This is an optimization exercise on Yosys and OpenROAD, whose aim is small area, a short achievable clock period and few clock cycles per item, not a production implementation.
Only simulation tests tie the RTL to the original design; equivalence was not proved.
Power and IR drop assume default switching activity.

run 1:
==> flow/design.v (excerpt) <==
module radix_integer_text_parser #(
  parameter int ACC_WIDTH    = rtip_pkg::ACC_WIDTH_DEF,
  parameter int OFFSET_WIDTH = rtip_pkg::OFFSET_WIDTH_DEF,
  parameter int OUT_W        = ((ACC_WIDTH + OFFSET_WIDTH + 7) / 8) * 8
) (
  input  logic                               clk,
  input  logic                               rst,
  input  logic                               cfg_valid,
  output logic                               cfg_ready,
  input  logic [rtip_pkg::CFG_INDEX_W-1:0]   cfg_index,
  input  logic [rtip_pkg::CFG_DATA_W-1:0]    cfg_data,
  input  logic                               s_axis_tvalid,
  output logic                               s_axis_tready,
  input  logic [rtip_pkg::CHAR_W-1:0]        s_axis_tdata,
  input  logic                               s_axis_tlast,
  output logic                               m_axis_tvalid,
  input  logic                               m_axis_tready,
  output logic [OUT_W-1:0]                   m_axis_tdata
);
Size: about 120 flip-flops, about 110 I/O pins, roughly 9400 um^2 of cells after synthesis.
Settings: LEC_CHECK=0, CAP_MARGIN=20, CORE_MARGIN=2, CORE_UTILIZATION=40, CTS_BUF_LIST=sky130_fd_sc_hd__clkbuf_8, SETUP_SLACK_MARGIN=5, SLEW_MARGIN=20; clock period 9.0 ns.
standard.sh (not shown) runs the stock make flow with config.mk's settings and CLKGATE_MAP_FILE= SYNTH_SCRIPT=/design/flow/synth_recipe.tcl, a recipe that flattens the netlist after the stock synthesis.
==> flow/flow/run.sh <==
#!/bin/bash
# The standard layout, with the smallest buffer on the ports and a tighter setup repair
# target. Each make step keeps its own log under orfs/logs; make's output goes to make.log.
set -euo pipefail
bash standard.sh \
  "BUFFER_PORTS_ARGS=-buffer_cell sky130_fd_sc_hd__buf_1" \
  SETUP_SLACK_MARGIN=5 \
  finish > make.log 2>&1
Run 1 | stages: all done | timing, DRC, antenna: all pass
Testbench counts of run 1, summed over its fixed seeds: cycles 28,666, chars 28,066.
Input changes introduced in run 2 (baseline for comparison: run 1):
Settings: putting PLACE_DENSITY at 0.75 where nothing was set; swapping 40 for 55 in CORE_UTILIZATION.
==> flow/flow/run.sh <==
#!/bin/bash
set -euo pipefail
bash standard.sh \
  "BUFFER_PORTS_ARGS=-buffer_cell sky130_fd_sc_hd__buf_1" \
  SETUP_SLACK_MARGIN=5.2 \
  finish > make.log 2>&1
### Flow results
Against run 1, final standard cell count with taps included and fillers excluded in run 2 fell by a few percent. Core utilization ended up 18 points higher on run 2 than on run 1. Of run 2 and run 1, the run reporting the higher final area was run 2. Mapped cell area came out exactly the same in run 2 and run 1. Higher clock network latency to the later pin of the worst-skew pair goes to run 2 over run 1. When run 2 is set beside run 1, its worst setup slack turns out to be 160 ps larger. When run 2 is measured against run 1, its wire length of the first global-routing pass turns out 4.8% lower.
Input-level comparison between run 3 and run 2:
Settings: CORE_UTILIZATION now 40, was 55; PLACE_DENSITY no longer set, was 0.75; CTS_BUF_LIST no longer set, was sky130_fd_sc_hd__clkbuf_8.
==> flow/flow/run.sh <==
#!/bin/bash
# The standard layout, with the smallest buffer on the ports and a tighter setup repair
# target. Each make step keeps its own log under orfs/logs; make's output goes to make.log.
set -euo pipefail
bash standard.sh \
  "BUFFER_PORTS_ARGS=-buffer_cell sky130_fd_sc_hd__buf_1" \
  SETUP_SLACK_MARGIN=5 \
  finish > make.log 2>&1
==> comparison <==
- Synthesis-to-layout area growth: run 3 higher than run 2
- The final reports for run 3 and run 2 show setup slack lower in the former.
- Compare run 3 and run 2 | average wire length per cell after detail routing higher: run 2
- [run 3] wire length on met3 fell 19% relative to run 2
- Looking at top power consumer group, the registers result is from run 2; the clock one comes from run 3.
- When run 3 is measured against run 2, its required time at the endpoint of the critical path turns out 50 ps lower.
- Run 3 against run 2: portion of total power attributed to the clock network has increased; maximum clock frequency has decreased.
- Of run 3 and run 2, run 3 shows the lower utilization after layout, with run 2 above it.
- Comparing run 3 against run 2, there is no change at all in initial antenna violation count.
Modified inputs, run 4 compared to run 3
Settings: putting PLACE_DENSITY at 0.85 where nothing was set; swapping 40 for 65 in CORE_UTILIZATION; putting CTS_BUF_LIST at sky130_fd_sc_hd__clkbuf_8 where nothing was set.
--- outcome ---
- Comparing run 4 and run 3, the lower area added between synthesis and finish is on run 4.
- Run 4: met2 track demand over resource in global routing 19 points above run 3
- Comparing run 3 with run 4, the area after synthesis came out essentially unchanged.

* * *

Starting RTL as in the previous note.
export LEC_CHECK = 0
export CAP_MARGIN = 20
export CORE_MARGIN = 2
export CORE_UTILIZATION = 40
export SETUP_SLACK_MARGIN = 5
export SLEW_MARGIN = 20
create_clock -name core_clock -period 9.0 [get_ports {clk}]
==> flow/flow/run.sh <==
#!/bin/bash
# The standard layout, with the smallest buffer on the ports and a tighter setup repair
# target. Each make step keeps its own log under orfs/logs; make's output goes to make.log.
set -euo pipefail
bash standard.sh \
  "BUFFER_PORTS_ARGS=-buffer_cell sky130_fd_sc_hd__buf_1" \
  SETUP_SLACK_MARGIN=5.5 \
  finish > make.log 2>&1
The starting point went through all stages and came out clean.
Testbench counts at the start, summed over its fixed seeds: cycles 28,666, chars 28,066.
Change:
--- a/flow/flow/run.sh
+++ b/flow/flow/run.sh
@@ -5,4 +5,4 @@
 bash standard.sh \
   "BUFFER_PORTS_ARGS=-buffer_cell sky130_fd_sc_hd__buf_1" \
-  SETUP_SLACK_MARGIN=5.5 \
+  SETUP_SLACK_MARGIN=5 \
   finish > make.log 2>&1
Settings changed: CORE_UTILIZATION 40 to 65, CTS_BUF_LIST from default to sky130_fd_sc_hd__clkbuf_4, PLACE_DENSITY from default to 0.85.
Outcome:
- global-route usage increases by 9.1 points
- non-clock buffer count came out lower by 49
- synthesized area stays the same
- sequential power is about the same
- critical path depth does not change
- sequential cell count does not change
Change:
==> flow/run.sh (new file) <==
#!/bin/bash
# synth_recipe.tcl (not shown) runs the flow's synth.tcl, then flattens the netlist and writes it again
# the make line also repeats each setting of config.mk as NAME=value (left out here)
make -C /OpenROAD-flow-scripts/flow DESIGN_CONFIG=/design/flow/config.mk WORK_HOME=/design/flow/orfs CLKGATE_MAP_FILE= SYNTH_SCRIPT=/design/flow/synth_recipe.tcl finish
Settings changed: CORE_UTILIZATION 65 to 40, CTS_BUF_LIST sky130_fd_sc_hd__clkbuf_4 to default, PLACE_DENSITY 0.85 to default.
removed: flow/flow/run.sh
removed: flow/standard.sh
Result: Count of clock-buffer cells in the layout shrinks by 1. Non-clock buffer count grows by 2. Utilization shrinks by 23 points. Routed wire length grows by 8.4%. Worst setup slack gains 0.025 ns. Combinational power grows by 11%.

* * *

## try-raven
radix_integer_text_parser again, from the RTL that the note above started with.
==> flow/config.mk <==
export PLATFORM = sky130hd
export DESIGN_NAME = radix_integer_text_parser
export DESIGN_NICKNAME = radix_integer_text_parser
export VERILOG_FILES = /design/flow/design.v
export SDC_FILE = /design/flow/constraint.sdc
export NUM_CORES = 4
export LEC_CHECK = 0
export CAP_MARGIN = 20
export CORE_MARGIN = 2
export CORE_UTILIZATION = 40
export CTS_BUF_LIST = sky130_fd_sc_hd__clkbuf_4 sky130_fd_sc_hd__clkbuf_8
export SETUP_SLACK_MARGIN = 5
export SLEW_MARGIN = 20
==> flow/constraint.sdc <==
create_clock -name core_clock -period 9.0 [get_ports {clk}]
set_input_delay 1.8000 -clock core_clock [delete_from_list [all_inputs] [get_ports {clk}]]
set_output_delay 1.8000 -clock core_clock [all_outputs]
set_load 0.01 [all_outputs]
==> flow/flow/run.sh <==
#!/bin/bash
# The standard layout, with the smallest buffer on the ports and a tighter setup repair
# target. Each make step keeps its own log under orfs/logs; make's output goes to make.log.
set -euo pipefail
bash standard.sh \
  "BUFFER_PORTS_ARGS=-buffer_cell sky130_fd_sc_hd__buf_1" \
  SETUP_SLACK_MARGIN=5 \
  finish > make.log 2>&1
Testbench counts of try-raven, summed over its fixed seeds: cycles 28,666, chars 28,066.
Relative to try-raven, the following input files were edited for try-cedar:
- changing CTS_BUF_LIST from sky130_fd_sc_hd__clkbuf_4 sky130_fd_sc_hd__clkbuf_8 to sky130_fd_sc_hd__clkbuf_8
- changing CORE_UTILIZATION from 40 to 55
- setting PLACE_DENSITY to 0.75 for the first time
## What came out
try-cedar finished end to end and its layout was clean on timing, DRC and antenna.
Diff try-raven and try-cedar: final clock period utilization by the worst path higher in try-raven
The signed area change from the synthesized netlist to the final layout number comes out lower for try-cedar vs try-raven.
try-cedar: share of final-layout standard cells stronger than drive strength 1 is 0.71 points lower than what try-raven reported.
Number of global-route vias before repair: try-raven and try-cedar compared, lower one is try-cedar
Storage element area: try-cedar vs try-raven, no meaningful difference
try-raven has higher maximum ir drop on the vdd rail than try-cedar.
try-raven → try-cedar: layout buffer count excluding clock buffers down 2; inserted tap cell count went down.
Diff try-raven -> try-cedar: total power down 4.4%; hold slack now sits higher.
Inputs modified between try-cedar and try-umber:
- CTS_BUF_LIST now sky130_fd_sc_hd__clkbuf_4, was sky130_fd_sc_hd__clkbuf_8
==> flow/flow/run.sh <==
#!/bin/bash
set -euo pipefail
bash standard.sh \
  "BUFFER_PORTS_ARGS=-buffer_cell sky130_fd_sc_hd__buf_1" \
  finish > make.log 2>&1
==> run notes <==
Taking try-cedar as the reference, in try-umber share of the yosys chip area belonging to registers was more or less identical; worst setup slack went down by 0.023 ns; fmax went down by about 0.6%.
--- input diff try-umber..try-sierra ---
- swapping sky130_fd_sc_hd__clkbuf_4 for sky130_fd_sc_hd__clkbuf_8 in CTS_BUF_LIST
- putting GPL_TIMING_DRIVEN at 0 where nothing was set
[summary]
Going from try-umber to try-sierra, the critical path required time was found to have gone down by 0.09 ns. Final wirelength sits higher in try-sierra than in try-umber. Relative to try-umber, the wire length of the first global-routing pass measured on try-sierra has increased by a few percent. try-sierra vs try-umber: met2 routed wirelength up in try-sierra. Measured against each other, try-sierra and try-umber differ in utilization of the core after routing, the higher figure coming from try-sierra. try-umber → try-sierra: total power up 0.17 mW, post-synth design cell area flat, TritonCTS buffer count flat. Non-clock buffer count, try-sierra vs try-umber: up by more than half. Hold slack came out lower on try-sierra than on try-umber. try-umber was routed with fewer vias than try-sierra.

* * *

job 101:
radix_integer_text_parser, a different RTL version from the one above (not shown whole).
Size in the first run: about 1500 cells after synthesis, roughly 120 flip-flops, about 110 I/O pins, about 12000 um^2 of cells after synthesis.
==> flow/config.mk <==
export PLATFORM = sky130hd
export DESIGN_NAME = radix_integer_text_parser
export DESIGN_NICKNAME = radix_integer_text_parser
export VERILOG_FILES = /design/flow/design.v
export SDC_FILE = /design/flow/constraint.sdc
export NUM_CORES = 4
export LEC_CHECK = 0
export ABC_CLOCK_PERIOD_IN_PS = 3000
export CAP_MARGIN = 20
export CORE_MARGIN = 2
export CORE_UTILIZATION = 40
export SETUP_SLACK_MARGIN = 5
export SLEW_MARGIN = 20
==> flow/constraint.sdc <==
create_clock -name core_clock -period 9.0 [get_ports {clk}]
set_input_delay 1.8000 -clock core_clock [delete_from_list [all_inputs] [get_ports {clk}]]
set_output_delay 1.8000 -clock core_clock [all_outputs]
set_load 0.01 [all_outputs]
run.sh (not shown) runs the stock make flow with config.mk's settings and CLKGATE_MAP_FILE= SYNTH_SCRIPT=/design/flow/synth_recipe.tcl, a recipe that flattens the netlist after the stock synthesis.
Stock flow here: none of the scripts above is used.
Testbench counts of job 101, summed over its fixed seeds: cycles 28,162, chars 28,066.
Changes in job 102 relative to job 101:
- changing SETUP_SLACK_MARGIN from 5 to 4
- changing ABC_CLOCK_PERIOD_IN_PS from 3000 to 4000
### Flow results
Diff job 102 and job 101: final design utilization higher in job 101. Job 102 — share of total power consumed by net switching 0.16 points higher, job 101 as reference. Wire length was lower in job 102 than in job 101. Between job 102 and job 101, proportion of power drawn by combinational gates is higher for job 101, job 102 comes in under that. Looking at job 102 and job 101, the worst hold slack is a wash. Job 102 against job 101: first-pass GRT wire length lower, worst-case setup margin in the final layout lower, largest voltage drop on the vdd net lower. Between job 102 and job 101, overall power consumption is higher for job 101, job 102 comes in under that.

* * *

radix_integer_text_parser with an RTL version that a note above also has.
For scale: ~1200 cells after synthesis, ~120 flip-flops, about 110 I/O pins, ~0.0094 mm^2 of cells after synthesis.
Settings: LEC_CHECK=0, CAP_MARGIN=20, CORE_MARGIN=2, CORE_UTILIZATION=55, CTS_BUF_LIST=sky130_fd_sc_hd__clkbuf_8, PLACE_DENSITY=0.75, SETUP_SLACK_MARGIN=5, SLEW_MARGIN=20; clock period 9.0 ns.
Testbench counts at the start, summed over its fixed seeds: cycles 28,666, chars 28,066.
Next try:
==> flow/flow/run.sh (new file) <==
#!/bin/bash
# The standard layout, with the smallest buffer on the ports and a tighter setup repair
# target. Each make step keeps its own log under orfs/logs; make's output goes to make.log.
set -euo pipefail
bash standard.sh \
  "BUFFER_PORTS_ARGS=-buffer_cell sky130_fd_sc_hd__buf_1" \
  SETUP_SLACK_MARGIN=5 \
  finish > make.log 2>&1
==> flow/standard.sh (new file) <==
#!/bin/bash
# synth_recipe.tcl (not shown) runs the flow's synth.tcl, then flattens the netlist and writes it again
# the make line also repeats each setting of config.mk as NAME=value (left out here)
make -C /OpenROAD-flow-scripts/flow DESIGN_CONFIG=/design/flow/config.mk WORK_HOME=/design/flow/orfs CLKGATE_MAP_FILE= SYNTH_SCRIPT=/design/flow/synth_recipe.tcl "${@:-finish}"
--- a/flow/config.mk
+++ b/flow/config.mk
@@ -9,6 +9,5 @@
 export CORE_MARGIN = 2
-export CORE_UTILIZATION = 55
-export CTS_BUF_LIST = sky130_fd_sc_hd__clkbuf_8
-export PLACE_DENSITY = 0.75
+export CORE_UTILIZATION = 40
 export SETUP_SLACK_MARGIN = 5
 export SLEW_MARGIN = 20
+export TNS_END_PERCENT = 0
removed: flow/run.sh
The new run ran to the end with no violations.
Total power rises by 9.8%.
Critical path depth is unchanged.
Cell area went down by 3.0%.
Worst setup slack gains 0.043 ns.
Routed wire length rose by 4.0%.
Next try:
==> flow/flow/run.sh (replaced) <==
#!/bin/bash
set -euo pipefail
bash standard.sh \
  "BUFFER_PORTS_ARGS=-buffer_cell sky130_fd_sc_hd__buf_1" \
  finish > make.log 2>&1
--- a/flow/config.mk
+++ b/flow/config.mk
@@ -9,5 +9,6 @@
 export CORE_MARGIN = 2
-export CORE_UTILIZATION = 40
+export CORE_UTILIZATION = 55
+export CTS_BUF_LIST = sky130_fd_sc_hd__clkbuf_8
+export PLACE_DENSITY = 0.75
 export SETUP_SLACK_MARGIN = 5
 export SLEW_MARGIN = 20
-export TNS_END_PERCENT = 0
Effect: The new run went through all stages and came out clean. Total power fell by about a fifth. Sequential share of layout area grows by 0.94 points. Final cell count falls by a few percent. Cell area shrinks by a few percent. Die area came out lower by a quarter to a third. Setup slack improved by 0.11 ns. Utilization rose by 15 points. Routed wire length falls by a few percent. Clock skew hardly moves.

* * *

the previous run:
Another version of the RTL of radix_integer_text_parser (not shown whole).
For scale: roughly 1200 cells after synthesis, about 120 flip-flops, roughly 110 I/O pins, about 9500 um2 of cells after synthesis.
==> flow/config.mk <==
export PLATFORM = sky130hd
export DESIGN_NAME = radix_integer_text_parser
export DESIGN_NICKNAME = radix_integer_text_parser
export VERILOG_FILES = /design/flow/design.v
export SDC_FILE = /design/flow/constraint.sdc
export NUM_CORES = 4
export LEC_CHECK = 0
export CAP_MARGIN = 20
export CORE_MARGIN = 2
export CORE_UTILIZATION = 40
export SETUP_SLACK_MARGIN = 5
export SLEW_MARGIN = 20
==> flow/constraint.sdc <==
create_clock -name core_clock -period 9.0 [get_ports {clk}]
set_input_delay 1.8000 -clock core_clock [delete_from_list [all_inputs] [get_ports {clk}]]
set_output_delay 1.8000 -clock core_clock [all_outputs]
set_load 0.01 [all_outputs]
standard.sh (not shown) runs the stock make flow with config.mk's settings and CLKGATE_MAP_FILE= SYNTH_SCRIPT=/design/flow/synth_recipe.tcl, a recipe that flattens the netlist after the stock synthesis.
==> flow/flow/run.sh <==
#!/bin/bash
# The standard layout, with the smallest buffer on the ports and a tighter setup repair
# target. Each make step keeps its own log under orfs/logs; make's output goes to make.log.
set -euo pipefail
bash standard.sh \
  "BUFFER_PORTS_ARGS=-buffer_cell sky130_fd_sc_hd__buf_1" \
  SETUP_SLACK_MARGIN=6 \
  finish > make.log 2>&1
Testbench counts of the previous run, summed over its fixed seeds: cycles 28,666, chars 28,066.
Modified inputs, the current run compared to the previous run
==> flow/run.sh (new file) <==
#!/bin/bash
# synth_recipe.tcl (not shown) runs the flow's synth.tcl, then flattens the netlist and writes it again
# the make line also repeats each setting of config.mk as NAME=value (left out here)
make -C /OpenROAD-flow-scripts/flow DESIGN_CONFIG=/design/flow/config.mk WORK_HOME=/design/flow/orfs CLKGATE_MAP_FILE= SYNTH_SCRIPT=/design/flow/synth_recipe.tcl finish
removed: flow/flow/run.sh
removed: flow/standard.sh
As of the current run, multi-input logic area had fallen by more than 10% compared to the previous run.
Final weighted congestion of routability-driven global placement, the current run vs the previous run: down slightly
Routed wire length was higher in the previous run than in the current run.
Taking the previous run as the reference point, the amount of wire on met2 after detailed routing of the current run falls by 2100 um.

-- re-timing with driven ports --
The flow's constraints put no driver on any port. The routed layouts listed below were extracted and timed again, unchanged, in two steps. Step 1 (the two cells are an assumption about what drives the block):
set clk [get_ports {clk}]
set_driving_cell -lib_cell sky130_fd_sc_hd__clkbuf_16 $clk
set_driving_cell -lib_cell sky130_fd_sc_hd__buf_2 [delete_from_list [all_inputs] $clk]
Step 2 times the ports against the registers' clock, not the clock port: input delays grow and output delays shrink by t, the midpoint of the rising clock arrivals with the driver on. Slacks: ideal ports / drivers / drivers and shift; pairs: ideal ports / drivers.
run	shift t [ns]	slack for setup (ns)	clock arrival spread, ns	slew at the worst register clock pin (ns)	pins driven straight from the clock port
run 1	0.475	5.120 / 5.120 / 5.119	0.013 / 0.013	0.08 / 0.08	1
run 2	0.502	5.282 / 5.282 / 4.935	0.009 / 0.009	0.08 / 0.08	1
run 3	0.455	5.144 / 5.144 / 5.120	0.011 / 0.011	0.06 / 0.06	1
run 4	0.486	5.184 / 5.184 / 4.768	0.010 / 0.010	0.08 / 0.08	1
the first run of note 2	0.459	5.332 / 5.332 / 5.229	0.011 / 0.011	0.07 / 0.07	1
the second run of note 2	0.605	5.180 / 5.180 / 4.794	0.017 / 0.017	0.12 / 0.12	1
the third run of note 2	0.463	5.204 / 5.204 / 4.946	0.011 / 0.011	0.07 / 0.07	1
try-raven	0.475	5.120 / 5.120 / 5.119	0.013 / 0.013	0.08 / 0.08	1
try-cedar	0.496	5.187 / 5.187 / 4.838	0.012 / 0.012	0.08 / 0.08	1
try-umber	0.593	5.164 / 5.164 / 4.835	0.015 / 0.015	0.12 / 0.12	1
try-sierra	0.499	5.113 / 5.113 / 4.750	0.013 / 0.013	0.09 / 0.09	1
job 101	0.478	3.061 / 3.061 / 3.061	0.016 / 0.015	0.07 / 0.07	1
job 102	0.479	2.935 / 2.935 / 2.935	0.014 / 0.015	0.08 / 0.08	1
the first run of note 5	0.495	5.034 / 5.034 / 4.868	0.016 / 0.016	0.09 / 0.09	1
the second run of note 5	0.454	5.077 / 5.077 / 4.861	0.012 / 0.012	0.06 / 0.06	1
the third run of note 5	0.496	5.187 / 5.187 / 4.838	0.012 / 0.012	0.08 / 0.08	1
the previous run	0.478	5.359 / 5.359 / 5.359	0.016 / 0.015	0.08 / 0.08	1
the current run	0.463	5.193 / 5.193 / 4.803	0.011 / 0.011	0.06 / 0.06	1
After both steps setup and hold are still met in every run listed. For run 4, which loses most, drivers alone change the setup slack by 0.000 ns; drivers and shift together by -0.416 ns.
